Source: an optimization exercise on an open RTL-to-GDS flow (aim: small area). Production flows keep margins and buffers that such runs may drop.
In this exercise RTL edits were held to simulation tests only and were not proved equivalent to the original.
Power figures rest on the tool's default switching activity, not on a simulated workload.

$ cat constraint.sdc
create_clock -name core_clock -period 9.0 [get_ports {clk}]
set_input_delay 1.8000 -clock core_clock [delete_from_list [all_inputs] [get_ports {clk}]]
set_output_delay 1.8000 -clock core_clock [all_outputs]
set_load 0.01 [all_outputs]
$ cat design.v
package irc_pkg;
    localparam int INT_W = 16;
    localparam int RNG_W = 16;
endpackage
module intensity_reflector_cluster_detect
(
    input  logic        clk,
    input  logic        rst_n,
    input  logic        cfg_we,
    input  logic [2:0]  cfg_index,
    input  logic [22:0] cfg_data,
    input  logic        beam_valid,
    output logic        beam_stall,
    input  logic [15:0] beam_intensity,
    input  logic [15:0] beam_range_mm,
    input  logic        beam_range_finite,
    input  logic        beam_last,
    output logic        result_valid,
    input  logic        result_stall,
    output logic [19:0] result_center_index_q8,
    output logic [11:0] result_peak_index,
    output logic [11:0] result_start_index,
    output logic [11:0] result_end_index,
    output logic [15:0] result_peak_intensity,
    output logic [15:0] result_center_range_mm
);
    function automatic logic cmp_ge(input logic [28:0] a, input logic [28:0] b, input logic c0);
        logic c;
        c = c0;
        for (int i = 0; i < 29; i++)
            c = (a[i] & ~b[i]) | (c & (a[i] | ~b[i]));
        cmp_ge = c;
    endfunction
    function automatic logic [29:0] rip_add(input logic [28:0] a, input logic [28:0] b, input logic c0);
        logic [29:0] s;
        logic        c;
        c = c0;
        for (int i = 0; i < 29; i++)
        begin
            s[i] = a[i] ^ b[i] ^ c;
            c    = (a[i] & b[i]) | (a[i] & c) | (b[i] & c);
        end
        s[29] = c;
        rip_add = s;
    endfunction
    localparam logic [2:0] S_IDLE  = 3'd0;
    localparam logic [2:0] S_CLR   = 3'd1;    
    localparam logic [2:0] S_ACC   = 3'd2;    
    localparam logic [2:0] S_ACPT  = 3'd3;    
    localparam logic [2:0] S_ACPTC = 3'd4;    
    localparam logic [2:0] S_MUL   = 3'd5;    
    localparam logic [2:0] S_DIV   = 3'd6;    
    localparam logic [2:0] S_PRES  = 3'd7;    
    logic [15:0] thr_q;
    logic [12:0] minp_q;
    logic [15:0] span_q;
    logic [22:0] wmin_q;
    logic [22:0] wmax_q;
    logic [17:0] step_q;
    logic [15:0] lo_q;
    logic [15:0] hi_q;
    always_ff @(posedge clk or negedge rst_n)
    begin
        if (!rst_n)
        begin
            thr_q  <= 16'd45;
            minp_q <= 13'd5;
            span_q <= 16'd30;
            wmin_q <= 23'd10000;
            wmax_q <= 23'd120000;
            step_q <= 18'd8727;
            lo_q   <= 16'd150;
            hi_q   <= 16'd12000;
        end
        else if (cfg_we)
        begin
            case (cfg_index)
                3'd0: thr_q  <= cfg_data[15:0];
                3'd1: minp_q <= cfg_data[12:0];
                3'd2: span_q <= cfg_data[15:0];
                3'd3: wmin_q <= cfg_data;
                3'd4: wmax_q <= cfg_data;
                3'd5: step_q <= cfg_data[17:0];
                3'd6: lo_q   <= cfg_data[15:0];
                default: hi_q <= cfg_data[15:0];
            endcase
        end
    end
    logic [2:0]  st;
    logic [7:0]  t;          
    logic [1:0]  ph;         
    logic [12:0] e_q;        
    logic        in_cl;      
    logic        dj;         
    logic        lastf;      
    logic        any_add;    
    logic [83:0] ring;
    logic [27:0] ws;
    logic [28:0] rem;
    logic [15:0] near_q;
    logic [15:0] far_q;
    logic [15:0] peak_q;
    logic [11:0] start_q;
    logic        ij;         
    logic        dpos;       
    logic        dneg;       
    logic divm;
    logic w_iws;             
    logic w_rws;             
    logic d_div;             
    logic d_shift;           
    logic slow;              
    logic stp;               
    logic cy;                
    assign divm    = (st == S_DIV);
    assign w_iws   = cmp_ge({21'd0, t}, 29'd24, 1'b1) && !cmp_ge({21'd0, t}, 29'd40, 1'b1);
    assign w_rws   = cmp_ge({21'd0, t}, 29'd68, 1'b1);
    assign d_shift = !cmp_ge({21'd0, t}, 29'd28, 1'b1)
                     || (cmp_ge({21'd0, t}, 29'd124, 1'b1) && !cmp_ge({21'd0, t}, 29'd152, 1'b1));
    assign d_div   = (cmp_ge({21'd0, t}, 29'd28, 1'b1) && !cmp_ge({21'd0, t}, 29'd48, 1'b1))
                     || cmp_ge({21'd0, t}, 29'd152, 1'b1);
    assign slow    = ((st == S_ACC) && (w_iws || w_rws)) || (st == S_MUL) || (divm && d_div);
    assign stp     = !slow || (ph == 2'd2);
    assign cy      = (ph != 2'd0);
    logic [12:0] e_inc;
    logic [11:0] idx;
    logic        in_window;
    logic        bright;
    logic        rng_ok;
    logic        join_b;
    logic        add_b;
    logic        close_b;
    always_comb
    begin
        logic c;
        c = 1'b1;
        for (int i = 0; i < 13; i++)
        begin
            e_inc[i] = e_q[i] ^ c;
            c        = e_q[i] & c;
        end
    end
    assign idx       = e_inc[11:0];
    assign in_window = (e_q != 13'h0FFF);
    assign bright    = cmp_ge({13'd0, beam_intensity}, {13'd0, thr_q}, 1'b1);
    assign rng_ok    = beam_range_finite && cmp_ge({13'd0, beam_range_mm}, {13'd0, lo_q}, 1'b1)
                       && cmp_ge({13'd0, hi_q}, {13'd0, beam_range_mm}, 1'b1);
    assign join_b    = in_window && bright;
    assign add_b     = join_b && rng_ok;
    assign close_b   = in_cl && (beam_last ? (dj || !join_b) : (!dj && in_window && !bright));
    logic [13:0] sz_x;
    logic [13:0] sz_y;
    logic [13:0] sz_z;
    logic [13:0] sz_s;
    logic [14:0] sz_c;
    logic        size_ok;
    logic [15:0] sp_s;
    logic [16:0] sp_c;
    logic        span_ok;
    logic        sgn;
    logic        accept;
    assign sz_x = {1'b0, e_inc};
    assign sz_y = {2'b11, ~start_q};
    assign sz_z = ~{1'b0, minp_q};
    assign sz_s = sz_x ^ sz_y ^ sz_z;
    assign sz_c = {(sz_x & sz_y) | (sz_x & sz_z) | (sz_y & sz_z), 1'b1};
    assign size_ok = sz_c[14] & cmp_ge({15'd0, sz_s}, {15'd0, ~sz_c[13:0]}, 1'b1);
    assign sp_s = near_q ^ span_q ^ ~far_q;
    assign sp_c = {(near_q & span_q) | (near_q & ~far_q) | (span_q & ~far_q), 1'b0};
    assign span_ok = sp_c[16] | cmp_ge({13'd0, sp_s}, {13'd0, ~sp_c[15:0]}, 1'b1);
    assign sgn    = step_q[17];
    assign accept = size_ok && (ws != 28'd0) && span_ok
                    && cmp_ge(rem, {6'd0, wmin_q}, 1'b1) && cmp_ge({6'd0, wmax_q}, rem, 1'b1);
    logic [15:0] e_dig;
    logic [15:0] s_dig;
    logic [3:0]  wj;
    logic        clr;
    logic        din;
    logic [28:0] tr;
    logic [28:0] bv;
    logic        cin;
    logic [29:0] sa;
    logic [29:0] sb;
    logic [29:0] sc;
    logic [28:0] sv;
    logic        ca_q;
    logic        cb_q;
    logic        fits;
    assign e_dig = {4'd0, e_q[11:0]};
    assign s_dig = {4'd0, start_q};
    assign wj    = (st == S_MUL) ? (4'd10 - t[3:0]) : 4'd11;
    assign clr  = (t == 8'd0) || (divm && t == 8'd124);
    assign din  = divm && (!cmp_ge({21'd0, t}, 29'd40, 1'b1) || cmp_ge({21'd0, t}, 29'd124, 1'b1))
                  && ring[83];
    assign tr   = {rem[27:0] & {28{!clr}}, din};
    assign bv   = divm ? {1'b1, ~ws}
                       : ({{11{dneg}}, step_q ^ {18{sgn ^ dneg}}} & {29{dpos | dneg}});
    assign cin  = divm ? 1'b1 : ((dpos && sgn) || (dneg && !sgn));
    assign sa   = rip_add({19'd0, tr[9:0]}, {19'd0, bv[9:0]}, cin);
    assign sb   = rip_add({19'd0, tr[19:10]}, {19'd0, bv[19:10]}, ca_q && cy);
    assign sc   = rip_add({20'd0, tr[28:20]}, {20'd0, bv[28:20]}, cb_q && cy);
    assign sv   = {sc[8:0], sb[9:0], sa[9:0]};
    assign fits = sc[9];
    always_ff @(posedge clk)
    begin
        ca_q <= sa[10];
        cb_q <= sb[10];
        if (stp)
        begin
            rem  <= ((divm && (d_shift || !fits))) ? tr : sv;
            dpos <= e_dig[wj] && !s_dig[wj];
            dneg <= !e_dig[wj] && s_dig[wj];
        end
    end
    logic [83:0] rot;
    logic [15:0] addend;
    logic [29:0] ra;
    logic [29:0] rb;
    logic [27:0] rc;
    logic        rca_q;
    logic        rcb_q;
    logic [43:0] asum;
    logic        ring_en;
    logic        inj0;
    logic        inj40;
    logic        qbit;
    logic [83:0] ring_d;
    logic [27:0] wrot;
    logic [27:0] wsum;
    logic        ws_en;
    logic [27:0] ws_d;
    assign rot    = {ring[82:0], ring[83]};
    assign addend = w_iws ? ({4'd0, idx} & {16{ij}}) : (beam_range_mm & {16{ij}});
    assign ra     = rip_add({21'd0, rot[7:0]}, {21'd0, addend[7:0]}, 1'b0);
    assign rb     = rip_add({21'd0, rot[15:8]}, {21'd0, addend[15:8]}, rca_q && cy);
    always_comb
    begin
        logic c;
        c = rcb_q && cy;
        for (int i = 0; i < 28; i++)
        begin
            rc[i] = rot[16 + i] ^ c;
            c     = rot[16 + i] & c;
        end
    end
    assign asum    = {rc, rb[7:0], ra[7:0]};
    assign ring_en = ((st == S_CLR) || (st == S_ACC) || divm) && stp;
    assign inj0    = (st == S_CLR) || (divm && !(cmp_ge({21'd0, t}, 29'd40, 1'b1)
                                                 && !cmp_ge({21'd0, t}, 29'd124, 1'b1)));
    assign inj40   = divm && cmp_ge({21'd0, t}, 29'd40, 1'b1) && !cmp_ge({21'd0, t}, 29'd48, 1'b1);
    assign qbit    = divm && d_div && fits;
    always_comb
    begin
        ring_d = {rot[83:44], asum};
        if (inj0)
            ring_d[0] = qbit;
        if (inj40)
            ring_d[40] = qbit;
    end
    assign wrot  = {ws[26:0], ws[27]};
    assign ws_en = ((st == S_CLR) || ((st == S_ACC) && cmp_ge({21'd0, t}, 29'd56, 1'b1))) && stp;
    always_comb
    begin
        logic c;
        c = ij;
        for (int i = 0; i < 28; i++)
        begin
            wsum[i] = wrot[i] ^ c;
            c       = wrot[i] & c;
        end
    end
    assign ws_d  = {wsum[27:1], wsum[0] && (st != S_CLR)};
    always_ff @(posedge clk)
    begin
        rca_q <= ra[8];
        rcb_q <= rb[8];
        if (ring_en)
            ring <= ring_d;
        if (ws_en)
            ws <= ws_d;
    end
    logic [7:0] tn;
    logic       win_n;
    logic [3:0] jn;
    always_comb
    begin
        logic c;
        c = 1'b1;
        for (int i = 0; i < 8; i++)
        begin
            tn[i] = t[i] ^ c;
            c     = t[i] & c;
        end
    end
    assign win_n = (cmp_ge({21'd0, tn}, 29'd24, 1'b1) && !cmp_ge({21'd0, tn}, 29'd40, 1'b1))
                   || (cmp_ge({21'd0, tn}, 29'd68, 1'b1) && !cmp_ge({21'd0, tn}, 29'd84, 1'b1));
    assign jn    = !cmp_ge({21'd0, tn}, 29'd48, 1'b1) ? (4'd7 - tn[3:0]) : (4'd3 - tn[3:0]);
    always_ff @(posedge clk)
    begin
        if (stp)
            ij <= (st == S_ACC) && win_n && add_b && beam_intensity[jn];
    end
    always_ff @(posedge clk)
    begin
        if ((st == S_ACC) && (t == 8'd0) && add_b)
        begin
            if (!any_add || cmp_ge({13'd0, near_q}, {13'd0, beam_range_mm}, 1'b0))
                near_q <= beam_range_mm;
            if (!any_add || cmp_ge({13'd0, beam_range_mm}, {13'd0, far_q}, 1'b0))
                far_q <= beam_range_mm;
            if (!any_add || cmp_ge({13'd0, beam_intensity}, {13'd0, peak_q}, 1'b0))
                peak_q <= beam_intensity;
        end
        if ((st == S_IDLE) && beam_valid && !dj && join_b && !in_cl)
            start_q <= idx;
    end
    always_ff @(posedge clk)
    begin
        ph <= (slow && ph != 2'd2) ? ph + 2'd1 : 2'd0;
        if (stp)
            t <= tn;
        if ((st == S_IDLE) && beam_valid && !dj && join_b && !in_cl)
            any_add <= 1'b0;
        if ((st == S_ACC) && (t == 8'd0) && add_b)
            any_add <= 1'b1;
        if (st == S_ACPTC)
            lastf <= beam_last;
        case (st)
            S_IDLE: t <= 8'd0;
            S_CLR: if (t == 8'd83) t <= 8'd0;
            S_ACPTC: t <= 8'd0;
            S_MUL: if (t == 8'd12) t <= 8'd0;
            default: ;
        endcase
    end
    always_ff @(posedge clk or negedge rst_n)
    begin
        if (!rst_n)
        begin
            st    <= S_IDLE;
            e_q   <= 13'h1FFF;
            in_cl <= 1'b0;
            dj    <= 1'b0;
        end
        else
        begin
            case (st)
                S_IDLE:
                begin
                    if (beam_valid)
                    begin
                        if (!dj && join_b)
                        begin
                            if (!in_cl)
                            begin
                                in_cl <= 1'b1;
                                st    <= S_CLR;
                            end
                            else
                                st <= S_ACC;
                        end
                        else
                            st <= close_b ? S_ACPTC : S_ACPT;
                    end
                end
                S_CLR:
                begin
                    if (t == 8'd83)
                        st <= S_ACC;
                end
                S_ACC:
                begin
                    if (t == 8'd83 && stp)
                    begin
                        e_q <= e_inc;
                        dj  <= 1'b1;
                        st  <= S_IDLE;
                    end
                end
                S_ACPT:
                begin
                    dj <= 1'b0;
                    if (beam_last)
                        e_q <= 13'h1FFF;
                    else if (!dj && in_window)
                        e_q <= e_inc;
                    st <= S_IDLE;
                end
                S_ACPTC:
                begin
                    dj <= 1'b0;
                    st <= S_MUL;
                end
                S_MUL:
                begin
                    if (t == 8'd12)
                    begin
                        if (accept)
                            st <= S_DIV;
                        else
                        begin
                            e_q   <= lastf ? 13'h1FFF : e_inc;
                            in_cl <= 1'b0;
                            st    <= S_IDLE;
                        end
                    end
                end
                S_DIV:
                begin
                    if (t == 8'd167 && stp)
                        st <= S_PRES;
                end
                default:  
                begin
                    if (!result_stall)
                    begin
                        e_q   <= lastf ? 13'h1FFF : e_inc;
                        in_cl <= 1'b0;
                        st    <= S_IDLE;
                    end
                end
            endcase
        end
    end
    assign beam_stall   = !((st == S_ACPT) || (st == S_ACPTC));
    assign result_valid = (st == S_PRES);
    always_comb
    begin
        logic c;
        c = ring[83];
        for (int i = 0; i < 12; i++)
        begin
            result_peak_index[i] = ring[44 + i] ^ c;
            c                    = ring[44 + i] & c;
        end
    end
    assign result_center_index_q8 = {ring[55:44], ring[83:76]};
    assign result_start_index     = start_q;
    assign result_end_index       = e_q[11:0];
    assign result_peak_intensity  = peak_q;
    assign result_center_range_mm = ring[15:0];
endmodule
$ cat config.mk
export PLATFORM = sky130hd
export DESIGN_NAME = intensity_reflector_cluster_detect
export DESIGN_NICKNAME = intensity_reflector_cluster_detect
export VERILOG_FILES = /design/flow/design.v
export SDC_FILE = /design/flow/constraint.sdc
export NUM_CORES = 4
export LEC_CHECK = 0
export CAP_MARGIN = 20
export CORE_MARGIN = 2
export CORE_UTILIZATION = 40
export SLEW_MARGIN = 20
$ cat run.sh
#!/bin/bash
# synth_recipe.tcl (not shown) runs the flow's synth.tcl, then flattens the netlist and writes it again
# the make line also repeats each setting of config.mk as NAME=value (left out here)
make -C /OpenROAD-flow-scripts/flow DESIGN_CONFIG=/design/flow/config.mk WORK_HOME=/design/flow/orfs CLKGATE_MAP_FILE= SYNTH_SCRIPT=/design/flow/synth_recipe.tcl finish
==> flow_metrics.py, run 1 <==
metrics = {
    "status": {
        "status": "no timing/DRC/antenna violations",
    },
    "sta": {
        "fmax_mhz": 133,
        "finalSetupViolCount": 0,
        "slew_headroom": 0.286,
        "slew_violations": 0,
        "layout_setup_ws_ns": 1.47,
        "fin_crit_ns": 7.53,
        "finalCritPeriodShare": 0.837,
        "rsz0062_at_grt": "no",
        "finClkSkew_ns": 0.0300,
        "finalSetupTns_ns": 0,
        "finalHoldViolCount": 0,
        "tightest_slew_ns": 1.07,
    },
    "run": {
        "maxCapViolCount": 0,
    },
    "power_and_ir_drop": {
        "p_leak_nw": 9.67,
        "max-vdd-ir-drop_v": 0.000187,
        "power_density_nw_per_um2": 318,
    },
    "hold_path": {
        "holdPathStages": 0,
        "holdPathEnd": "ring[67]$_DFFE_PP_",
        "hold_start": "ring[66]$_DFFE_PP_",
        "hold_class": "reg -> reg",
    },
    "logic_synthesis": {
        "syn_avg_cell_area_um2": 12.1,
        "syn-cell-area_um2": 20700,
        "synth_nets": 1939,
        "ys_seq_area_frac": 0.506,
        "ys_async_sr_fraction": 0.420,
        "yosysUniqueCellTypes": 80,
        "ys_seq_elements": 379,
        "synth-edff-count": 205,
        "syn_inst": 1715,
        "yosysWarnings": 1,
        "synth_top_flop_cell": "edfxtp_1",
    },
    "worst_setup_path": {
        "rr_endpoint": "rem[3]$_DFFE_PN_",
        "arrival_ns": 7.84,
        "path_max_fanout": 23,
        "setup.worst_path.class": "reg -> reg",
        "r2r_setup_slack_ns": 1.47,
        "required_ns": 9.31,
        "start_kind": "flop",
        "reg2reg_from": "t[0]$_DFF_P_",
        "end_kind": "flop",
        "r2r_cells": 19,
        "crit_start": "t[0]$_DFF_P_",
    },
    "clock_network": {
        "htree_levels": 2,
        "clockBufferDepth": 3,
        "hold_buffers": 0,
        "cts_resized": 0,
        "cts_root_buffer": "clkbuf_16",
        "path_clk_slew_ns": 0.06,
        "cts_inserted_buffers": 44,
        "tritoncts": "yes",
        "cts_setup_buffers": 0,
        "clock_latency_ns": 0.59,
        "numClockSinks": 379,
    },
    "place": {
        "place_hpwl_mm": 39.7,
        "io_buffers": 154,
        "globalplace.congestion": 0.872,
        "place_ws_ns": 1.53,
    },
    "floorplan": {
        "rows": 83,
        "die_y_um": 232,
        "start_util": 0.404,
        "die_x_um": 232,
        "ios": 155,
        "dieArea_um2": 53700,
        "core_area_um2": 51300,
    },
    "routing": {
        "ant_nets": 0,
        "wl_mm": 54.7,
        "drt_iter0_drc": 1087,
        "drc": 0,
        "drtPass1Iterations": 5,
        "num_vias": 13934,
        "avgViaCountPerCell": 5.47,
        "wire_per_inst_um": 21.5,
    },
    "grt": {
        "antenna_found_initial": 1,
        "grt_max_degree": 99,
        "grt_pass1_wl_mm": 84.0,
        "grt_overflow": 0,
        "grt_util_all_layers": 0.206,
        "grt_pass1_vias": 14059,
    },
    "cells_and_area": {
        "final_common_cell": "edfxtp_1",
        "final_cell_mix": "edfxtp_1 (205), clkdlybuf4s50_1 (153), inv_1 (145), mux2_2 (137), nand2_1 (121)",
        "drive_gt1_frac": 0.171,
        "areaGrowthSynthToFinish_pct": 16.5,
        "num-fill-cells": 4621,
        "diodes": 0,
        "finalNetCount": 2058,
        "final_util": 0.471,
    },
}
logic make-up after synthesis:
kind of cell / synth area share
flip-flops: 0.506
AND/OR/NAND/NOR: 0.0889
AO/OA/AOI/OAI: 0.104
buffers and inverters: 0.0544
adder cells (fa/ha/maj): 0.141
multiplexers: 0.0940
XOR/XNOR: 0.0114
metrics by stage:
step / cell area [um2] / power, W / hold slack, ns / instances
global route: 24200 / 0.00822 / 0.435 / 2549
finish: 24200 / 0.00768 / 0.421 / 2549
detailed placement: 22800 / 0.00601 / 0.407 / 2468
CTS: 24200 / 0.00774 / 0.420 / 2549
global placement: 22800 / 0.00589 / 0.399 / 2467
floorplan: 20700 / 0.00503 / 0.393 / 1715
registers in the layout, summed over array words and instances, names as in the netlist, 2 cells and up:
| register | flops |
|---|---|
| ring | 84 |
| rem | 29 |
| ws | 28 |
| wmax_q | 23 |
| wmin_q | 23 |
| step_q | 18 |
| far_q | 16 |
| hi_q | 16 |
| lo_q | 16 |
| near_q | 16 |
| peak_q | 16 |
| span_q | 16 |
| thr_q | 16 |
| e_q | 13 |
| minp_q | 13 |
| start_q | 12 |
| t | 8 |
| st | 3 |
| ph | 2 |
worst max-delay path by stage:
stage	endpoint	slack, ns	cells past startpoint
6_report	rem[3]$_DFFE_PN_	1.47	19
5_1_grt	rem[24]$_DFFE_PN_	1.03	21
4_1_cts	rem[4]$_DFFE_PN_	1.50	19
3_5_place_dp	rem[17]$_DFFE_PN_	1.53	19
3_3_place_gp	rem[15]$_DFFE_PN_	1.79	19
2_1_floorplan	rem[18]$_DFFE_PN_	2.31	23
cells in the mapped netlist (34+ instances only):
cell type | n | area share
o21ai_0 | 63 | 0.015
mux2_2 | 137 | 0.074
o22ai_1 | 34 | 0.010
a21oi_1 | 81 | 0.020
inv_1 | 145 | 0.026
buf_4 | 48 | 0.017
clkbuf_1 | 49 | 0.0089
ha_1 | 88 | 0.053
nor2_1 | 74 | 0.013
nor2b_1 | 35 | 0.011
edfxtp_1 | 205 | 0.30
fa_1 | 71 | 0.068
dfrtp_1 | 107 | 0.13
dfstp_2 | 52 | 0.066
nand2_1 | 121 | 0.022
worst max-delay path, cell delays in order, from the launching register on:
cell	delay, ns
dfxtp_1	0.69
clkinv_1	0.46
ha_1	0.36
nand3b_1	0.12
nor3_1	0.08
a41oi_2	0.26
nand2_1	0.12
fa_1	0.47
fa_1	0.41
fa_1	0.42
fa_1	0.42
fa_1	0.40
fa_1	0.40
fa_1	0.40
fa_1	0.41
fa_1	0.41
a21oi_1	0.12
o21ai_0	0.14
nand2_1	0.78
mux2_2	0.42
layout make-up:
class	instances	area, um2	area share
well taps	680	851	0.0352
flip-flops and latches	379	10500	0.434
repair buffers	175	1700	0.0705
multi-input cells	1086	9210	0.381
clock buffers	57	1200	0.0497
inverters	148	556	0.0230
clock inverters	24	153	0.00631
routing by layer:
layer / wire length, um / global-route usage / up-vias
li1: - / - / 6424
met1: 24100 / 0.279 / 7025
met2: 25400 / 0.330 / 411
met3: 3410 / 0.0422 / 74
met4: 1710 / 0.0677 / 0
met5: 0 / 0 / -
report_power, final:
| part | total, W | switching (W) | leakage, nW | internal (W) |
|---|---|---|---|---|
| sequential | 0.00297 | 0.000399 | 3.90 | 0.00257 |
| clock | 0.00170 | 0.000727 | 0.674 | 0.000970 |
| combinational | 0.00301 | 0.00160 | 5.10 | 0.00141 |
==> inputs of run 2 (changes only) <==
--- a/design.v
+++ b/design.v
@@ -59,32 +59,25 @@
     logic [17:0] step_q;
     logic [15:0] lo_q;
     logic [15:0] hi_q;
-    always_ff @(posedge clk or negedge rst_n)
+    logic [7:0]  cfg_en;
+    always_comb
     begin
+        cfg_en = 8'd0;
+        if (cfg_we)
+            cfg_en[cfg_index] = 1'b1;
         if (!rst_n)
-        begin
-            thr_q  <= 16'd45;
-            minp_q <= 13'd5;
-            span_q <= 16'd30;
-            wmin_q <= 23'd10000;
-            wmax_q <= 23'd120000;
-            step_q <= 18'd8727;
-            lo_q   <= 16'd150;
-            hi_q   <= 16'd12000;
-        end
-        else if (cfg_we)
-        begin
-            case (cfg_index)
-                3'd0: thr_q  <= cfg_data[15:0];
-                3'd1: minp_q <= cfg_data[12:0];
-                3'd2: span_q <= cfg_data[15:0];
-                3'd3: wmin_q <= cfg_data;
-                3'd4: wmax_q <= cfg_data;
-                3'd5: step_q <= cfg_data[17:0];
-                3'd6: lo_q   <= cfg_data[15:0];
-                default: hi_q <= cfg_data[15:0];
-            endcase
-        end
+            cfg_en = 8'hFF;
+    end
+    always_ff @(posedge clk)
+    begin
+        if (cfg_en[0]) thr_q  <= rst_n ? cfg_data[15:0] : 16'd45;
+        if (cfg_en[1]) minp_q <= rst_n ? cfg_data[12:0] : 13'd5;
+        if (cfg_en[2]) span_q <= rst_n ? cfg_data[15:0] : 16'd30;
+        if (cfg_en[3]) wmin_q <= rst_n ? cfg_data : 23'd10000;
+        if (cfg_en[4]) wmax_q <= rst_n ? cfg_data : 23'd120000;
+        if (cfg_en[5]) step_q <= rst_n ? cfg_data[17:0] : 18'd8727;
+        if (cfg_en[6]) lo_q   <= rst_n ? cfg_data[15:0] : 16'd150;
+        if (cfg_en[7]) hi_q   <= rst_n ? cfg_data[15:0] : 16'd12000;
     end
     logic [2:0]  st;
     logic [7:0]  t;          
@@ -96,9 +89,10 @@
     logic        any_add;    
     logic [83:0] ring;
     logic [27:0] ws;
-    logic [28:0] rem;
+    logic [28:0] rem;        
     logic [15:0] near_q;
     logic [15:0] far_q;
+    logic        spok_q;     
     logic [15:0] peak_q;
     logic [11:0] start_q;
     logic        ij;         
@@ -169,7 +163,7 @@
     assign sp_c = {(near_q & span_q) | (near_q & ~far_q) | (span_q & ~far_q), 1'b0};
     assign span_ok = sp_c[16] | cmp_ge({13'd0, sp_s}, {13'd0, ~sp_c[15:0]}, 1'b1);
     assign sgn    = step_q[17];
-    assign accept = size_ok && (ws != 28'd0) && span_ok
+    assign accept = size_ok && (ws != 28'd0) && spok_q
                     && cmp_ge(rem, {6'd0, wmin_q}, 1'b1) && cmp_ge({6'd0, wmax_q}, rem, 1'b1);
     logic [15:0] e_dig;
     logic [15:0] s_dig;
@@ -201,13 +195,19 @@
     assign sc   = rip_add({20'd0, tr[28:20]}, {20'd0, bv[28:20]}, cb_q && cy);
     assign sv   = {sc[8:0], sb[9:0], sa[9:0]};
     assign fits = sc[9];
+    logic [28:0] rem_d;
+    logic        rem_en;
+    assign rem    = {far_q[12:0], near_q};
+    assign rem_d  = (divm && (d_shift || !fits)) ? tr : sv;
+    assign rem_en = stp && ((st == S_MUL) || divm);
     always_ff @(posedge clk)
     begin
         ca_q <= sa[10];
         cb_q <= sb[10];
+        if (st == S_ACPTC)
+            spok_q <= span_ok;
         if (stp)
         begin
-            rem  <= ((divm && (d_shift || !fits))) ? tr : sv;
             dpos <= e_dig[wj] && !s_dig[wj];
             dneg <= !e_dig[wj] && s_dig[wj];
         end
@@ -302,6 +302,11 @@
     end
     always_ff @(posedge clk)
     begin
+        if (rem_en)
+        begin
+            near_q       <= rem_d[15:0];
+            far_q[12:0]  <= rem_d[28:16];
+        end
         if ((st == S_ACC) && (t == 8'd0) && add_b)
         begin
             if (!any_add || cmp_ge({13'd0, near_q}, {13'd0, beam_range_mm}, 1'b0))
--- a/config.mk
+++ b/config.mk
@@ -8,4 +8,5 @@
 export CAP_MARGIN = 20
 export CORE_MARGIN = 2
 export CORE_UTILIZATION = 40
+export CTS_BUF_LIST = sky130_fd_sc_hd__clkbuf_4
 export SLEW_MARGIN = 20
==> flow_metrics.py, run 2 <==
metrics = {
    "worst_setup_path": {
        "r2r_cells": 23,
        "rr_endpoint": "far_q[10]$_DFF_P_",
        "crit_path_top_delay_cell": "dfxtp_1",
        "r2r_setup_slack_ns": 1.39,
        "path_max_fanout": 37,
        "crit_end": "far_q[10]$_DFF_P_",
        "reg2reg_from": "t[0]$_DFF_P_",
        "end_kind": "flop",
        "crit_chain": "clkinv_1 > ha_1 > and3_1 > nand2_1 > a21boi_2 > buf_4 > nand2_1 > fa_1 > fa_1 > fa_1 > fa_1 > fa_1 > fa_1 > fa_1 > fa_1 > a21oi_1 > o31ai_1 > nand2_1 > buf_4 > a21oi_1 > a211oi_1 > a21oi_1 > mux2i_1",
        "critPathMaxStageDelay_ns": 0.75,
        "start_kind": "flop",
        "setup.worst_path.class": "reg -> reg",
        "crit_start": "t[0]$_DFF_P_",
        "required_ns": 9.80,
        "arrival_ns": 8.41,
        "cp_common_cell": "fa_1",
    },
    "clock_network": {
        "cts_setup_buffers": 0,
        "numClockSinks": 351,
        "path_clk_slew_ns": 0.07,
        "clock_latency_ns": 0.89,
        "cts_root_buffer": "clkbuf_4",
        "cts_resized": 0,
        "htree_levels": 3,
        "clockBufferDepth": 3,
        "hold_buffers": 0,
        "tritoncts": "yes",
        "cts_inserted_buffers": 99,
    },
    "sta": {
        "finalCritPeriodShare": 0.845,
        "finClkSkew_ns": 0.0691,
        "rsz0062_at_grt": "no",
        "fmax_mhz": 131,
        "finalSetupTns_ns": 0,
        "slew_violations": 0,
        "layout_setup_ws_ns": 1.39,
        "finalSetupViolCount": 0,
        "fin_crit_ns": 7.61,
        "slew_headroom": 0.314,
        "tightest_slew_ns": 1.03,
        "finalHoldViolCount": 0,
    },
    "logic_synthesis": {
        "ys_async_sr_fraction": 0.0513,
        "syn_avg_cell_area_um2": 12.0,
        "synth_area_leaders": "edfxtp_1 (44%), fa_1 (7.2%), ha_1 (5.9%)",
        "synth_top_flop_cell": "edfxtp_1",
        "ys_seq_elements": 351,
        "syn-cell-area_um2": 19700,
        "synth-edff-count": 289,
        "synth_top_cell_by_area": "edfxtp_1",
        "yosysWarnings": 1,
        "yosysMostFrequentCell": "edfxtp_1",
        "yosys-top-cells-count": "edfxtp_1 (289), nand2_1 (139), inv_1 (116)",
        "syn_inst": 1644,
        "synth_nets": 1872,
        "yosysUniqueCellTypes": 93,
        "yosys.area.top_type_share": 0.441,
        "ys_seq_area_frac": 0.510,
    },
    "floorplan": {
        "rows": 81,
        "dieArea_um2": 51000,
        "core_area_um2": 48700,
        "die_y_um": 226,
        "ios": 155,
        "start_util": 0.404,
        "die_x_um": 226,
    },
    "routing": {
        "wire_per_inst_um": 21.6,
        "drc": 0,
        "drt_iter0_drc": 1053,
        "wl_mm": 55.5,
        "avgViaCountPerCell": 5.40,
        "num_vias": 13888,
        "drtPass1Iterations": 8,
        "ant_nets": 0,
    },
    "cells_and_area": {
        "largest_reg_flops": 84,
        "areaGrowthSynthToFinish_pct": 17.0,
        "final_common_cell": "edfxtp_1",
        "reg.largest.list": "ring: 84 flops, ws: 28 flops",
        "final_cell_mix": "edfxtp_1 (289), clkbuf_4 (157), clkdlybuf4s50_1 (153), nand2_1 (139), inv_1 (116)",
        "num-fill-cells": 4515,
        "seq_area_um2": 10000,
        "top_register": "ring",
        "drive_gt1_frac": 0.146,
        "multi_input_area_um2": 8640,
        "finalNetCount": 2051,
    },
    "hold_path": {
        "hold_class": "reg -> reg",
    },
    "grt": {
        "grt_pass1_vias": 13689,
        "grt_overflow": 0,
        "grt_max_degree": 81,
        "grt_util_all_layers": 0.218,
        "antenna_found_initial": 5,
        "grt_pass1_wl_mm": 82.4,
    },
    "status": {
        "status": "no timing/DRC/antenna violations",
    },
    "power_and_ir_drop": {
        "p_leak_nw": 9.44,
        "power_density_nw_per_um2": 159,
        "max-vdd-ir-drop_v": 0.0000851,
    },
    "run": {
        "maxCapViolCount": 0,
    },
    "place": {
        "place_ws_ns": 1.51,
        "io_buffers": 154,
        "place_hpwl_mm": 41.7,
        "globalplace.congestion": 0.906,
    },
}
[run 2: final cells by class]
type	count	area share
Sequential cell	351	0.436
Timing Repair Buffer	177	0.0742
Multi-Input combinational cell	1063	0.375
Tap cell	664	0.0361
Inverter	131	0.0214
Clock buffer	157	0.0512
Antenna cell	7	0.000761
Clock inverter	23	0.00560
[run 2: how the worst min path moves through the flow]
stage                        from                  to  slack, ns  depth (start not counted)
2_1_floorplan    ph[0]$_SDFF_PN0_    ph[0]$_SDFF_PN0_       0.39                          1
3_3_place_gp     ph[0]$_SDFF_PN0_    ph[0]$_SDFF_PN0_       0.40                          1
3_5_place_dp   ring[57]$_DFFE_PP_  ring[58]$_DFFE_PP_       0.40                          0
4_1_cts        ring[58]$_DFFE_PP_  ring[59]$_DFFE_PP_       0.42                          0
5_1_grt        ring[58]$_DFFE_PP_  ring[59]$_DFFE_PP_       0.43                          0
6_report       ring[58]$_DFFE_PP_  ring[59]$_DFFE_PP_       0.42                          0
[run 2: logic make-up (layout without fill, tap and decap cells)]
logic type	after synthesis	count (layout)	share of synthesized area
AND/OR/NAND/NOR	405	405	0.104
flip-flops	351	351	0.510
AO/OA/AOI/OAI	342	342	0.117
buffers and inverters	230	488	0.0553
adder cells (fa/ha/maj)	225	225	0.164
multiplexers	62	62	0.0375
XOR/XNOR	29	29	0.0129
other	0	7	0
[run 2: critical path: cells and delay by family (launching register included)]
| kind | cells | cell delay, ns |
|---|---|---|
| AO/OA/AOI/OAI | 6 | 0.82 |
| multiplexers | 1 | 0.13 |
| buffers and inverters | 3 | 1.19 |
| AND/OR/NAND/NOR | 4 | 0.97 |
| flip-flops | 1 | 0.75 |
| adder cells (fa/ha/maj) | 9 | 3.65 |
[run 2: report_power, final]
group          switching (W)  internal [W]  leakage (nW)  total [W]
Sequential         0.0000294       0.00182          3.62    0.00185
Combinational       0.000162      0.000117          5.04   0.000280
Clock               0.000728      0.000797         0.781    0.00153
[run 2: metal layers]
layer  GRT usage  wire length [um]
met5           0                 0
met4      0.0773              1580
met2       0.351             25800
met1       0.286             23900
met3      0.0548              4230
[run 2: stage by stage]
step	instance area, um2	total power, W	utilization	hold slack [ns]	instances
2_1_floorplan	19700	0.00203	-	0.393	1644
3_3_place_gp	21700	0.00215	0.445	0.401	2386
3_5_place_dp	21700	0.00216	0.445	0.405	2386
4_1_cts	23000	0.00369	0.472	0.424	2566
5_1_grt	23000	0.00381	0.472	0.428	2571
6_report	23000	0.00365	0.472	0.420	2573
==> inputs of run 3 (changes only) <==
--- a/config.mk
+++ b/config.mk
@@ -8,5 +8,7 @@
 export CAP_MARGIN = 20
 export CORE_MARGIN = 2
 export CORE_UTILIZATION = 40
-export CTS_BUF_LIST = sky130_fd_sc_hd__clkbuf_4
+export CTS_BUF_LIST = sky130_fd_sc_hd__clkbuf_16
+export CTS_CLUSTER_DIAMETER = 100
+export CTS_CLUSTER_SIZE = 30
 export SLEW_MARGIN = 20
==> flow_metrics.py, run 3 <==
metrics = {
    "floorplan": {
        "core_area_um2": 48700,
        "rows": 81,
        "start_util": 0.404,
        "dieArea_um2": 51000,
        "die_x_um": 226,
        "die_y_um": 226,
        "ios": 155,
    },
    "cells_and_area": {
        "finalNetCount": 1969,
        "reg.largest.list": "ring: 84 flops, ws: 28 flops",
        "largest_reg_flops": 84,
        "seq_area_um2": 10000,
        "final_common_cell": "edfxtp_1",
        "drive_gt1_frac": 0.0765,
        "diodes": 0,
        "num-fill-cells": 4513,
        "final_cell_mix": "edfxtp_1 (289), clkdlybuf4s50_1 (153), nand2_1 (139), inv_1 (122), a21oi_1 (102)",
        "final_util": 0.456,
        "multi_input_area_um2": 8630,
        "areaGrowthSynthToFinish_pct": 13.0,
        "top_register": "ring",
    },
    "routing": {
        "avgViaCountPerCell": 5.50,
        "num_vias": 13276,
        "drt_iter0_drc": 1100,
        "routed-wl-met3_mm": 3.15,
        "wire_per_inst_um": 22.4,
        "ant_nets": 0,
        "drc": 0,
        "route.top_layer_used": "met4",
        "drtPass1Iterations": 5,
        "dr_wl_met2_mm": 25.4,
        "wl_mm": 54.0,
        "drt-met1-wl_mm": 24.1,
    },
    "logic_synthesis": {
        "ys_async_sr_fraction": 0.0513,
        "synth_nets": 1872,
        "yosys.area.top_type_share": 0.441,
        "synth_area_leaders": "edfxtp_1 (44%), fa_1 (7.2%), ha_1 (5.9%)",
        "yosysUniqueCellTypes": 93,
        "syn_avg_cell_area_um2": 12.0,
        "synth-edff-count": 289,
        "ys_seq_area_frac": 0.510,
        "syn-cell-area_um2": 19700,
        "yosysMostFrequentCell": "edfxtp_1",
        "ys_seq_elements": 351,
        "synth_top_cell_by_area": "edfxtp_1",
        "yosysWarnings": 1,
        "synth_top_flop_cell": "edfxtp_1",
        "syn_inst": 1644,
        "yosys-top-cells-count": "edfxtp_1 (289), nand2_1 (139), inv_1 (116)",
    },
    "status": {
        "status": "no timing/DRC/antenna violations",
    },
    "sta": {
        "rsz0062_at_grt": "no",
        "finalHoldViolCount": 0,
        "finClkSkew_ns": 0.0354,
        "slew_violations": 0,
        "slew_headroom": 0.206,
        "tightest_slew_ns": 1.18,
        "finalCritPeriodShare": 0.848,
        "fmax_mhz": 131,
        "finalSetupTns_ns": 0,
        "finalSetupViolCount": 0,
        "fin_crit_ns": 7.63,
    },
    "clock_network": {
        "htree_levels": 1,
        "cts_setup_buffers": 0,
        "clock_latency_ns": 0.55,
        "cts_resized": 0,
        "clockBufferDepth": 3,
        "cts_root_buffer": "clkbuf_16",
        "hold_buffers": 0,
        "path_clk_slew_ns": 0.12,
        "cts_inserted_buffers": 17,
        "numClockSinks": 351,
        "tritoncts": "yes",
    },
    "place": {
        "globalplace.congestion": 0.906,
        "place_hpwl_mm": 41.7,
        "io_buffers": 154,
    },
    "run": {
        "maxCapViolCount": 0,
    },
    "worst_setup_path": {
        "end_kind": "flop",
        "start_kind": "flop",
        "arrival_ns": 8.11,
        "path_max_fanout": 37,
        "required_ns": 9.48,
        "setup.worst_path.class": "reg -> reg",
    },
    "grt": {
        "grt_util_all_layers": 0.210,
        "grt_max_degree": 81,
        "grt_pass1_vias": 12947,
        "antenna_found_initial": 3,
        "grt_overflow": 0,
        "grt_pass1_wl_mm": 80.3,
    },
    "hold_path": {
        "hold_class": "reg -> reg",
    },
    "power_and_ir_drop": {
        "p_leak_nw": 8.94,
        "power_density_nw_per_um2": 137,
        "max-vdd-ir-drop_v": 0.0000947,
    },
}
-- run 3: per-stage QoR --
step	hold WS, ns	cell area, um2	instances	power, W	setup WS, ns
after detailed placement	0.405	21700	2386	0.00216	1.51
after global routing	0.445	22200	2415	0.00316	0.874
after global placement	0.401	21700	2386	0.00215	1.79
after CTS	0.434	22200	2415	0.00308	1.45
final	0.430	22200	2415	0.00305	1.37
after floorplan	0.393	19700	1644	0.00203	1.87
-- run 3: path summary, 6_finish.rpt --
| path | slack, ns | endpoint | cells after the start | startpoint |
|---|---|---|---|---|
| max in group asynchronous | 7.08 | st[0]$_DFFE_PN0P_ | 2 | rst_n |
| max reg2reg | 1.37 | far_q[6]$_DFF_P_ | 23 | t[0]$_DFF_P_ |
| min in group asynchronous | 1.44 | st[1]$_DFFE_PN0P_ | 2 | rst_n |
| max | 1.37 | far_q[6]$_DFF_P_ | 23 | t[0]$_DFF_P_ |
| min reg2reg | 0.43 | ring[71]$_DFFE_PP_ | 0 | ring[70]$_DFFE_PP_ |
| min | 0.43 | ring[71]$_DFFE_PP_ | 0 | ring[70]$_DFFE_PP_ |
-- run 3: kinds of logic after synthesis --
kind of cell | Yosys count | synth area share
DFF | 351 | 0.510
and+or+nand+nor | 405 | 0.104
muxes | 62 | 0.0375
buffers and inverters | 230 | 0.0553
xor gates and xnor gates | 29 | 0.0129
adders and majority gates | 225 | 0.164
AOI/OAI and AO/OA | 342 | 0.117
-- run 3: critical path, stage by stage (launching register included) --
cell and delay (ns):
dfxtp_1 0.77, clkinv_1 0.50, ha_1 0.35, and3_1 0.16
nand2_1 0.13, a21boi_2 0.20, buf_4 0.35, nand2_1 0.17
fa_1 0.50, fa_1 0.42, fa_1 0.40, fa_1 0.40
fa_1 0.41, fa_1 0.39, fa_1 0.39, fa_1 0.40
a21oi_1 0.13, o31ai_1 0.12, nand2_1 0.51, buf_4 0.35
a21oi_1 0.06, a211oi_1 0.23, a21oi_1 0.07, mux2i_1 0.14
-- run 3: area by class of cell --
cell class / count / share of cell area
Multi-Input combinational cell: 1063 / 0.388
Clock buffer: 17 / 0.0191
Clock inverter: 12 / 0.00490
Inverter: 131 / 0.0221
Sequential cell: 351 / 0.451
Tap cell: 664 / 0.0374
Timing Repair Buffer: 177 / 0.0769
-- run 3: routing by layer --
layer,vias up,global-route usage
li1,6119,-
met3,67,0.0289
met4,0,0.0521
met1,6652,0.292
met5,-,0
met2,438,0.349
-- run 3: power breakdown --
part	internal (W)	switching (W)
clock network	0.000370	0.000557
registers	0.00181	0.0000292
logic	0.000117	0.000162
==> inputs of run 4 (changes only) <==
==> flow/run.sh (new file) <==
#!/bin/bash
# Own layout flow: the standard layout (standard.sh, unchanged synthesis
# and steps), with the port buffers made from the smallest buffer cell.
# Runs in the work folder; make's full output goes to flow_make.log there,
# and ORFS keeps each step's own log under orfs/logs.
set -uo pipefail
export BUFFER_PORTS_ARGS="-buffer_cell sky130_fd_sc_hd__buf_1"
bash standard.sh > flow_make.log 2>&1
==> standard.sh (new file) <==
#!/bin/bash
# synth_recipe.tcl (not shown) runs the flow's synth.tcl, then flattens the netlist and writes it again
# the make line also repeats each setting of config.mk as NAME=value (left out here)
make -C /OpenROAD-flow-scripts/flow DESIGN_CONFIG=/design/flow/config.mk WORK_HOME=/design/flow/orfs CLKGATE_MAP_FILE= SYNTH_SCRIPT=/design/flow/synth_recipe.tcl "${@:-finish}"
--- a/config.mk
+++ b/config.mk
@@ -8,7 +8,4 @@
 export CAP_MARGIN = 20
 export CORE_MARGIN = 2
 export CORE_UTILIZATION = 40
-export CTS_BUF_LIST = sky130_fd_sc_hd__clkbuf_16
-export CTS_CLUSTER_DIAMETER = 100
-export CTS_CLUSTER_SIZE = 30
 export SLEW_MARGIN = 20
removed: run.sh
==> flow_metrics.py, run 4 <==
metrics = {
    "sta": {
        "rsz0062_at_grt": "no",
        "slew_violations": 0,
        "tightest_slew_ns": 1.09,
        "finClkSkew_ns": 0.0433,
        "fin_crit_ns": 7.66,
        "finalCritPeriodShare": 0.851,
        "fmax_mhz": 131,
        "finalHoldViolCount": 0,
        "finalSetupViolCount": 0,
        "slew_headroom": 0.274,
        "finalSetupTns_ns": 0,
    },
    "power_and_ir_drop": {
        "combPwrFrac": 0.068,
        "intPower_w": 0.00293,
        "power_density_nw_per_um2": 173,
        "power_frac_seq": 0.483,
        "p_leak_nw": 8.96,
        "power_w": 0.00382,
        "swShare": 0.234,
        "p_clk_frac": 0.448,
        "power.switching_w": 0.000895,
        "max-vdd-ir-drop_v": 0.000131,
    },
    "logic_synthesis": {
        "synth_area_leaders": "edfxtp_1 (44%), fa_1 (7.2%), ha_1 (5.9%)",
        "yosysMostFrequentCell": "edfxtp_1",
        "yosys.area.top_type_share": 0.441,
        "syn_inst": 1644,
        "ys_seq_area_frac": 0.510,
        "synth_top_flop_cell": "edfxtp_1",
        "syn-cell-area_um2": 19700,
        "synth-edff-count": 289,
        "synth_top_cell_by_area": "edfxtp_1",
        "syn_avg_cell_area_um2": 12.0,
        "yosysUniqueCellTypes": 93,
        "yosysWarnings": 1,
        "ys_seq_elements": 351,
        "yosys-top-cells-count": "edfxtp_1 (289), nand2_1 (139), inv_1 (116)",
        "synth_nets": 1872,
        "ys_async_sr_fraction": 0.0513,
    },
    "place": {
        "io_buffers": 154,
        "globalplace.congestion": 0.908,
        "place_hpwl_mm": 41.3,
    },
    "floorplan": {
        "rows": 81,
        "dieArea_um2": 51000,
        "core_area_um2": 48700,
        "start_util": 0.404,
        "die_y_um": 226,
        "ios": 155,
        "die_x_um": 226,
    },
    "cells_and_area": {
        "seq_area_um2": 10000,
        "reg.largest.list": "ring: 84 flops, ws: 28 flops",
        "areaGrowthSynthToFinish_pct": 12.6,
        "final_cell_mix": "edfxtp_1 (289), buf_1 (153), nand2_1 (139), inv_1 (116), a21oi_1 (102)",
        "final_util": 0.454,
        "largest_reg_flops": 84,
        "final_common_cell": "edfxtp_1",
        "finalNetCount": 1994,
        "top_register": "ring",
        "num-fill-cells": 4454,
        "multi_input_area_um2": 8630,
        "drive_gt1_frac": 0.0967,
    },
    "clock_network": {
        "cts_resized": 0,
        "tritoncts": "yes",
        "clockBufferDepth": 3,
        "cts_setup_buffers": 0,
        "htree_levels": 2,
        "numClockSinks": 351,
        "cts_inserted_buffers": 42,
        "cts_root_buffer": "clkbuf_16",
        "hold_buffers": 0,
        "path_clk_slew_ns": 0.06,
        "clock_latency_ns": 0.59,
    },
    "run": {
        "maxCapViolCount": 0,
    },
    "worst_setup_path": {
        "cp_common_cell": "fa_1",
        "worst-path-buf-inv": 3,
        "arrival_ns": 8.16,
        "path_max_fanout": 37,
        "crit_family": "adder cells",
        "critPathMaxStageDelay_ns": 0.73,
        "required_ns": 9.51,
        "end_kind": "flop",
        "start_kind": "flop",
        "setup.worst_path.class": "reg -> reg",
        "crit_path_top_delay_cell": "dfxtp_1",
        "crit_chain": "clkinv_1 > ha_1 > and3_1 > nand2_1 > a21boi_2 > buf_4 > nand2_1 > fa_1 > fa_1 > fa_1 > fa_1 > fa_1 > fa_1 > fa_1 > fa_1 > a21oi_1 > o31ai_1 > nand2_1 > buf_4 > a21oi_1 > a211oi_1 > a21oi_1 > mux2i_1",
    },
    "routing": {
        "num_vias": 13549,
        "drtPass1Iterations": 6,
        "drt_iter0_drc": 1315,
        "wire_per_inst_um": 22.0,
        "ant_nets": 0,
        "drc": 0,
        "avgViaCountPerCell": 5.49,
        "wl_mm": 54.1,
    },
    "grt": {
        "grt_pass1_wl_mm": 81.5,
        "antenna_found_initial": 2,
        "grt_max_degree": 85,
        "grt_overflow": 0,
        "grt_util_all_layers": 0.214,
        "grt_pass1_vias": 13333,
    },
    "hold_path": {
        "hold_class": "reg -> reg",
    },
    "status": {
        "status": "no timing/DRC/antenna violations",
    },
}
-- run 4: cell count changes in the layout (fill, tap and decap cells not counted), moves of 5 or more --
cell,before,now
buf_1,0,153
clkbuf_1,0,10
clkbuf_16,17,42
clkdlybuf4s50_1,153,0
clkinv_1,3,8
clkinv_2,0,9
inv_1,122,116
-- run 4: logic make-up after synthesis --
group | synth area share
flip-flops | 0.510
AO/OA/AOI/OAI | 0.117
multiplexers | 0.0375
AND/OR/NAND/NOR | 0.104
buffers and inverters | 0.0553
XOR/XNOR | 0.0129
adder cells (fa/ha/maj) | 0.164
-- run 4: final cells by class --
class | instances | share of cell area
sequential | 351 | 0.453
clock buffer | 55 | 0.0510
inverter | 131 | 0.0222
multi-input combinational | 1063 | 0.390
clock inverter | 23 | 0.0116
tap | 664 | 0.0375
antenna | 2 | 0.000226
timing repair buffer | 177 | 0.0349
-- run 4: path summary, 6_finish.rpt --
kind,start,to,slack (ns),cells after the start
max in group asynchronous,rst_n,st[2]$_DFFE_PN0P_,7.11,2
min,ring[60]$_DFFE_PP_,ring[61]$_DFFE_PP_,0.42,0
max reg2reg,t[0]$_DFF_P_,far_q[6]$_DFF_P_,1.34,23
min reg2reg,ring[60]$_DFFE_PP_,ring[61]$_DFFE_PP_,0.42,0
min in group asynchronous,rst_n,in_cl$_DFFE_PN0P_,1.41,2
max,t[0]$_DFF_P_,far_q[6]$_DFF_P_,1.34,23
-- run 4: power by group through the flow --
stage | logic, W | registers [W] | clock network [W]
global route | 0.000286 | 0.00185 | 0.00181
detailed placement | 0.000258 | 0.00188 | 0
global placement | 0.000253 | 0.00188 | 0
CTS | 0.000259 | 0.00185 | 0.00175
floorplan | 0.000160 | 0.00187 | 0
finish | 0.000261 | 0.00185 | 0.00171
-- run 4: metal layers --
metal / global-route usage / wire, um
met5: 0 / 0
met3: 0.0364 / 3620
met4: 0.0652 / 1440
met1: 0.299 / 24100
met2: 0.341 / 25000
-- run 4: stage by stage --
stage                     hold slack [ns]  setup slack (ns)  instance area (um2)  std cells
after detailed placement            0.405              1.48                20700       2385
after global placement              0.403              1.70                20700       2385
final                               0.416              1.34                22100       2466
after floorplan                     0.393              1.87                19700       1644
after CTS                           0.419              1.41                22100       2463
after global routing                0.424             0.861                22100       2464
==> inputs of run 5 (changes only) <==
--- a/config.mk
+++ b/config.mk
@@ -8,4 +8,7 @@
 export CAP_MARGIN = 20
 export CORE_MARGIN = 2
 export CORE_UTILIZATION = 40
+export CTS_BUF_LIST = sky130_fd_sc_hd__clkbuf_8 sky130_fd_sc_hd__clkbuf_16
+export CTS_CLUSTER_DIAMETER = 60
+export CTS_CLUSTER_SIZE = 25
 export SLEW_MARGIN = 20
==> flow_metrics.py, run 5 <==
metrics = {
    "status": {
        "status": "no timing/DRC/antenna violations",
    },
    "clock_network": {
        "cts_resized": 0,
        "htree_levels": 2,
        "clockBufferDepth": 3,
        "clock_latency_ns": 0.58,
        "cts_root_buffer": "clkbuf_16",
        "hold_buffers": 0,
        "path_clk_slew_ns": 0.07,
        "numClockSinks": 351,
        "cts_inserted_buffers": 36,
        "cts_setup_buffers": 0,
        "tritoncts": "yes",
    },
    "place": {
        "globalplace.congestion": 0.908,
        "place_ws_ns": 1.48,
        "place_hpwl_mm": 41.3,
        "place_area_um2": 20700,
        "io_buffers": 154,
    },
    "worst_setup_path": {
        "start_kind": "flop",
        "arrival_ns": 8.15,
        "path_max_fanout": 37,
        "end_kind": "flop",
        "required_ns": 9.49,
        "setup.worst_path.class": "reg -> reg",
    },
    "routing": {
        "wire_per_inst_um": 22.0,
        "ant_nets": 0,
        "avgViaCountPerCell": 5.50,
        "drt_iter0_drc": 1369,
        "drtPass1Iterations": 6,
        "wl_mm": 54.1,
        "drc": 0,
        "num_vias": 13496,
    },
    "logic_synthesis": {
        "yosys-top-cells-count": "edfxtp_1 (289), nand2_1 (139), inv_1 (116)",
        "synth_xor_area_frac": 0.0129,
        "ys_async_sr_fraction": 0.0513,
        "synth-compound-area-share": 0.117,
        "synth-edff-count": 289,
        "yosysMostFrequentCell": "edfxtp_1",
        "yosys.area.top_type_share": 0.441,
        "synth_top_family_by_area": "adder cells",
        "yosysWarnings": 1,
        "synth_nets": 1872,
        "synth_top_flop_cell": "edfxtp_1",
        "synth_top_cell_by_area": "edfxtp_1",
        "syn-cell-area_um2": 19700,
        "yosysUniqueCellTypes": 93,
        "synth_adder_area_share": 0.164,
        "ys_seq_area_frac": 0.510,
        "syn_inst": 1644,
        "ys_seq_elements": 351,
        "syn_avg_cell_area_um2": 12.0,
        "synth_area_leaders": "edfxtp_1 (44%), fa_1 (7.2%), ha_1 (5.9%)",
        "yosys.area_share.simple": 0.104,
        "synth.mux.area_fraction": 0.0375,
    },
    "cells_and_area": {
        "final_cell_mix": "edfxtp_1 (289), buf_1 (153), nand2_1 (139), inv_1 (117), a21oi_1 (102)",
        "reg.largest.list": "ring: 84 flops, ws: 28 flops",
        "finalNetCount": 1988,
        "final_common_cell": "edfxtp_1",
        "drive_gt1_frac": 0.0984,
        "num-fill-cells": 4443,
        "top_register": "ring",
        "multi_input_area_um2": 8630,
        "seq_area_um2": 10000,
        "areaGrowthSynthToFinish_pct": 11.9,
        "design_area_um2": 22000,
        "largest_reg_flops": 84,
    },
    "sta": {
        "finalSetupTns_ns": 0,
        "finClkSkew_ns": 0.0355,
        "fmax_mhz": 131,
        "slew_violations": 0,
        "tightest_slew_ns": 1.09,
        "layout_setup_ws_ns": 1.35,
        "rsz0062_at_grt": "no",
        "finalCritPeriodShare": 0.851,
        "slew_headroom": 0.268,
        "finalHoldViolCount": 0,
        "finalSetupViolCount": 0,
        "fin_crit_ns": 7.65,
        "hold_ws_ns": 0.414,
    },
    "power_and_ir_drop": {
        "p_clk_frac": 0.433,
        "p_leak_nw": 8.89,
        "power_frac_seq": 0.497,
        "combPwrFrac": 0.070,
        "swShare": 0.255,
        "max-vdd-ir-drop_v": 0.000118,
        "power_density_nw_per_um2": 168,
        "intPower_w": 0.00276,
        "power.switching_w": 0.000945,
    },
    "grt": {
        "grt_max_degree": 85,
        "grt_pass1_wl_mm": 81.5,
        "grt_pass1_vias": 13242,
        "grt_overflow": 0,
        "antenna_found_initial": 0,
        "grt_util_all_layers": 0.214,
    },
    "run": {
        "maxCapViolCount": 0,
    },
    "floorplan": {
        "rows": 81,
        "die_y_um": 226,
        "core_area_um2": 48700,
        "die_x_um": 226,
        "ios": 155,
        "dieArea_um2": 51000,
        "start_util": 0.404,
    },
    "hold_path": {
        "hold_class": "reg -> reg",
    },
}
-- run 5: layout make-up --
type / count / area share
Sequential cell: 351 / 0.455
Multi-Input combinational cell: 1063 / 0.392
Clock buffer: 37 / 0.0415
Tap cell: 664 / 0.0377
Timing Repair Buffer: 177 / 0.0351
Inverter: 131 / 0.0223
Clock inverter: 29 / 0.0157
Antenna cell: 2 / 0.000227
-- run 5: routing by layer --
layer  vias up  global-route usage  share of wire
met5         -                   0              0
met4         0              0.0720          0.031
met3        94              0.0358          0.069
met2       499               0.341           0.46
met1      6717               0.295           0.44
li1       6186                   -              -
-- run 5: critical path: stages, from the launching register on --
cell	delay [ns]
dfxtp_1	0.73
clkinv_1	0.49
ha_1	0.34
and3_1	0.16
nand2_1	0.13
a21boi_2	0.21
buf_4	0.36
nand2_1	0.17
fa_1	0.47
fa_1	0.39
fa_1	0.40
fa_1	0.43
fa_1	0.42
fa_1	0.41
fa_1	0.41
fa_1	0.41
a21oi_1	0.12
o31ai_1	0.13
nand2_1	0.53
buf_4	0.35
a21oi_1	0.06
a211oi_1	0.22
a21oi_1	0.06
mux2i_1	0.15
-- run 5: cells by family (layout without fill, tap and decap cells) --
kind of cell,count (synthesis),in the layout
adder cells (fa/ha/maj),225,225
flip-flops,351,351
multiplexers,62,62
buffers and inverters,230,374
XOR/XNOR,29,29
AND/OR/NAND/NOR,405,405
AO/OA/AOI/OAI,342,342
other,0,2
-- run 5: final timing paths --
path	startpoint	to	slack (ns)	cells past startpoint
worst max-delay path	t[0]$_DFF_P_	far_q[9]$_DFF_P_	1.35	23
max in group asynchronous	rst_n	st[2]$_DFFE_PN0P_	7.09	2
worst min-delay path	ph[0]$_SDFF_PN0_	ph[0]$_SDFF_PN0_	0.41	1
worst max register to register	t[0]$_DFF_P_	far_q[9]$_DFF_P_	1.35	23
worst min register to register	ph[0]$_SDFF_PN0_	ph[0]$_SDFF_PN0_	0.41	1
min in group asynchronous	rst_n	dj$_DFFE_PN0P_	1.43	2
-- run 5: metrics by stage --
| stage | util | cells | total power [W] |
|---|---|---|---|
| 5_1_grt | 0.452 | 2452 | 0.00382 |
| 3_3_place_gp | 0.425 | 2385 | 0.00213 |
| 3_5_place_dp | 0.425 | 2385 | 0.00214 |
| 4_1_cts | 0.451 | 2451 | 0.00374 |
| 2_1_floorplan | - | 1644 | 0.00203 |
| 6_report | 0.452 | 2454 | 0.00371 |
-- run 5: power groups by stage --
stage | registers, W | clock network [W] | logic [W]
after floorplan | 0.00187 | 0 | 0.000160
after global placement | 0.00188 | 0 | 0.000253
after detailed placement | 0.00188 | 0 | 0.000258
after CTS | 0.00184 | 0.00164 | 0.000259
after global routing | 0.00185 | 0.00169 | 0.000286
final | 0.00184 | 0.00160 | 0.000260
==> inputs of run 6 (changes only) <==
--- a/config.mk
+++ b/config.mk
@@ -8,7 +8,7 @@
 export CAP_MARGIN = 20
 export CORE_MARGIN = 2
 export CORE_UTILIZATION = 40
-export CTS_BUF_LIST = sky130_fd_sc_hd__clkbuf_8 sky130_fd_sc_hd__clkbuf_16
-export CTS_CLUSTER_DIAMETER = 60
-export CTS_CLUSTER_SIZE = 25
+export CTS_BUF_LIST = sky130_fd_sc_hd__clkbuf_16
+export CTS_CLUSTER_DIAMETER = 80
+export CTS_CLUSTER_SIZE = 20
 export SLEW_MARGIN = 20
==> flow_metrics.py, run 6 <==
metrics = {
    "status": {
        "status": "no timing/DRC/antenna violations",
    },
    "worst_setup_path": {
        "arrival_ns": 8.13,
        "path_max_fanout": 37,
        "start_kind": "flop",
        "required_ns": 9.50,
        "setup.worst_path.class": "reg -> reg",
        "end_kind": "flop",
    },
    "place": {
        "globalplace.congestion": 0.908,
        "io_buffers": 154,
        "place_hpwl_mm": 41.3,
    },
    "grt": {
        "grt_overflow": 0,
        "grt_util_all_layers": 0.210,
        "grt_pass1_vias": 13106,
        "grt_pass1_wl_mm": 80.8,
        "antenna_found_initial": 0,
        "grt_max_degree": 85,
    },
    "clock_network": {
        "tritoncts": "yes",
        "clock_latency_ns": 0.60,
        "clockBufferDepth": 3,
        "hold_buffers": 0,
        "cts_inserted_buffers": 26,
        "htree_levels": 1,
        "cts_resized": 0,
        "numClockSinks": 351,
        "cts_setup_buffers": 0,
        "path_clk_slew_ns": 0.09,
        "cts_root_buffer": "clkbuf_16",
    },
    "sta": {
        "fin_crit_ns": 7.62,
        "slew_headroom": 0.266,
        "hold_ws_ns": 0.420,
        "finalSetupViolCount": 0,
        "rsz0062_at_grt": "no",
        "tightest_slew_ns": 1.09,
        "finalCritPeriodShare": 0.847,
        "finalHoldViolCount": 0,
        "finClkSkew_ns": 0.0481,
        "fmax_mhz": 131,
        "finalSetupTns_ns": 0,
        "slew_violations": 0,
    },
    "floorplan": {
        "die_x_um": 226,
        "core_area_um2": 48700,
        "rows": 81,
        "ios": 155,
        "start_util": 0.404,
        "dieArea_um2": 51000,
        "die_y_um": 226,
    },
    "logic_synthesis": {
        "synth_top_cell_by_area": "edfxtp_1",
        "yosysWarnings": 1,
        "yosysMostFrequentCell": "edfxtp_1",
        "synth_nets": 1872,
        "ys_async_sr_fraction": 0.0513,
        "yosys-top-cells-count": "edfxtp_1 (289), nand2_1 (139), inv_1 (116)",
        "yosysUniqueCellTypes": 93,
        "synth_area_leaders": "edfxtp_1 (44%), fa_1 (7.2%), ha_1 (5.9%)",
        "synth-edff-count": 289,
        "syn_inst": 1644,
        "syn-cell-area_um2": 19700,
        "ys_seq_elements": 351,
        "yosys.area.top_type_share": 0.441,
        "ys_seq_area_frac": 0.510,
        "syn_avg_cell_area_um2": 12.0,
        "synth_top_flop_cell": "edfxtp_1",
    },
    "hold_path": {
        "hold_class": "reg -> reg",
    },
    "routing": {
        "ant_nets": 0,
        "drc": 0,
        "drtPass1Iterations": 8,
        "num_vias": 13447,
        "drt_iter0_drc": 1272,
        "avgViaCountPerCell": 5.52,
        "wire_per_inst_um": 22.0,
        "wl_mm": 53.6,
    },
    "cells_and_area": {
        "reg.largest.list": "ring: 84 flops, ws: 28 flops",
        "final_common_cell": "edfxtp_1",
        "largest_reg_flops": 84,
        "final_cell_mix": "edfxtp_1 (289), buf_1 (153), nand2_1 (139), inv_1 (123), a21oi_1 (102)",
        "finalNetCount": 1978,
        "drive_gt1_frac": 0.0847,
        "top_register": "ring",
        "areaGrowthSynthToFinish_pct": 9.76,
    },
    "power_and_ir_drop": {
        "max-vdd-ir-drop_v": 0.000127,
        "power_density_nw_per_um2": 152,
        "p_leak_nw": 8.71,
    },
    "run": {
        "maxCapViolCount": 0,
    },
}
[run 6: cell types whose count changed in the layout (fill, tap and decap cells not counted), moves of 3 or more]
cell,delta
clkbuf_16,-10
inv_1,+6
inv_6,-6
clkinv_4,-3
[run 6: through the flow]
stage | util | std cells | area (um2) | total power (W) | setup WS [ns]
after floorplan | - | 1644 | 19700 | 0.00203 | 1.87
after global placement | 0.425 | 2385 | 20700 | 0.00213 | 1.70
after detailed placement | 0.425 | 2385 | 20700 | 0.00214 | 1.48
after CTS | 0.442 | 2433 | 21600 | 0.00332 | 1.40
after global routing | 0.443 | 2434 | 21600 | 0.00340 | 0.842
final | 0.443 | 2435 | 21600 | 0.00328 | 1.38
[run 6: cell type report]
class | count | area [um2]
Multi-Input combinational cell | 1063 | 8630
Tap cell | 664 | 831
Fill cell | 4502 | 27200
Inverter | 131 | 492
Clock inverter | 22 | 185
Antenna cell | 1 | 2.50
Sequential cell | 351 | 10000
Clock buffer | 26 | 651
Timing Repair Buffer | 177 | 772
[run 6: final timing paths]
check                                  from                end  slack (ns)  cells after the start
max in group asynchronous             rst_n  st[2]$_DFFE_PN0P_        7.13                      2
min                        ph[0]$_SDFF_PN0_   ph[0]$_SDFF_PN0_        0.42                      1
min in group asynchronous             rst_n     dj$_DFFE_PN0P_        1.40                      2
min reg2reg                ph[0]$_SDFF_PN0_   ph[0]$_SDFF_PN0_        0.42                      1
max reg2reg                    t[0]$_DFF_P_  far_q[11]$_DFF_P_        1.38                     23
max                            t[0]$_DFF_P_  far_q[11]$_DFF_P_        1.38                     23
[run 6: power breakdown]
group / leakage (nW) / switching (W) / internal (W) / total, W
clock: 0.434 / 0.000628 / 0.000553 / 0.00118
combinational: 4.65 / 0.000162 / 0.0000989 / 0.000261
sequential: 3.62 / 0.0000292 / 0.00181 / 0.00184
total: 8.71 / 0.000819 / 0.00247 / 0.00328
[run 6: worst max-delay path, stage by stage (launching register included)]
cell and delay, ns:
dfxtp_1 0.73, clkinv_1 0.48, ha_1 0.34, and3_1 0.17, nand2_1 0.13, a21boi_2 0.21
buf_4 0.36, nand2_1 0.17, fa_1 0.46, fa_1 0.39, fa_1 0.40, fa_1 0.42
fa_1 0.41, fa_1 0.40, fa_1 0.41, fa_1 0.41, a21oi_1 0.12, o31ai_1 0.13
nand2_1 0.52, buf_4 0.34, a21oi_1 0.06, a211oi_1 0.23, a21oi_1 0.06, mux2i_1 0.15
[run 6: per-layer routing]
layer | global-route usage | part of all wire
met4 | 0.0555 | 0.028
met5 | 0 | 0
met3 | 0.0260 | 0.067
met2 | 0.341 | 0.46
met1 | 0.298 | 0.44
[run 6: kinds of logic after synthesis]
family	count (synthesis)	share of synthesized area
AND/OR/NAND/NOR	405	0.104
AO/OA/AOI/OAI	342	0.117
XOR/XNOR	29	0.0129
adder cells (fa/ha/maj)	225	0.164
buffers and inverters	230	0.0553
flip-flops	351	0.510
multiplexers	62	0.0375

-- port drivers added, routing unchanged --
In the flow no input, the clock included, has a driving cell. The finished layouts below were timed again as built, in two steps.
Step 1 sets driving cells, clkbuf_16 on the clock port and buf_2 on the other inputs (assumed; they add their load-dependent delay and slew).
Step 2 moves the port delays by t, midway between the first and last clock arrival at a register: inputs arrive t later, outputs are due t later. That takes back most of the time a late clock gives input paths.
Slacks: no drivers / after step 1 / after step 2; pairs: no drivers / after step 1.
run	t (ns)	slack for setup (ns)	worst setup path after step 2	cell pins on the clock port's net
run 1	0.631	1.468 / 1.468 / 1.468	register to register	1
run 2	0.900	1.393 / 1.393 / 1.393	register to register	1
run 3	0.585	1.370 / 1.370 / 1.370	register to register	1
run 4	0.629	1.344 / 1.344 / 1.344	register to register	1
run 5	0.619	1.345 / 1.345 / 1.345	register to register	1
run 6	0.629	1.376 / 1.376 / 1.376	register to register	1
After both steps every run listed still meets setup and hold.
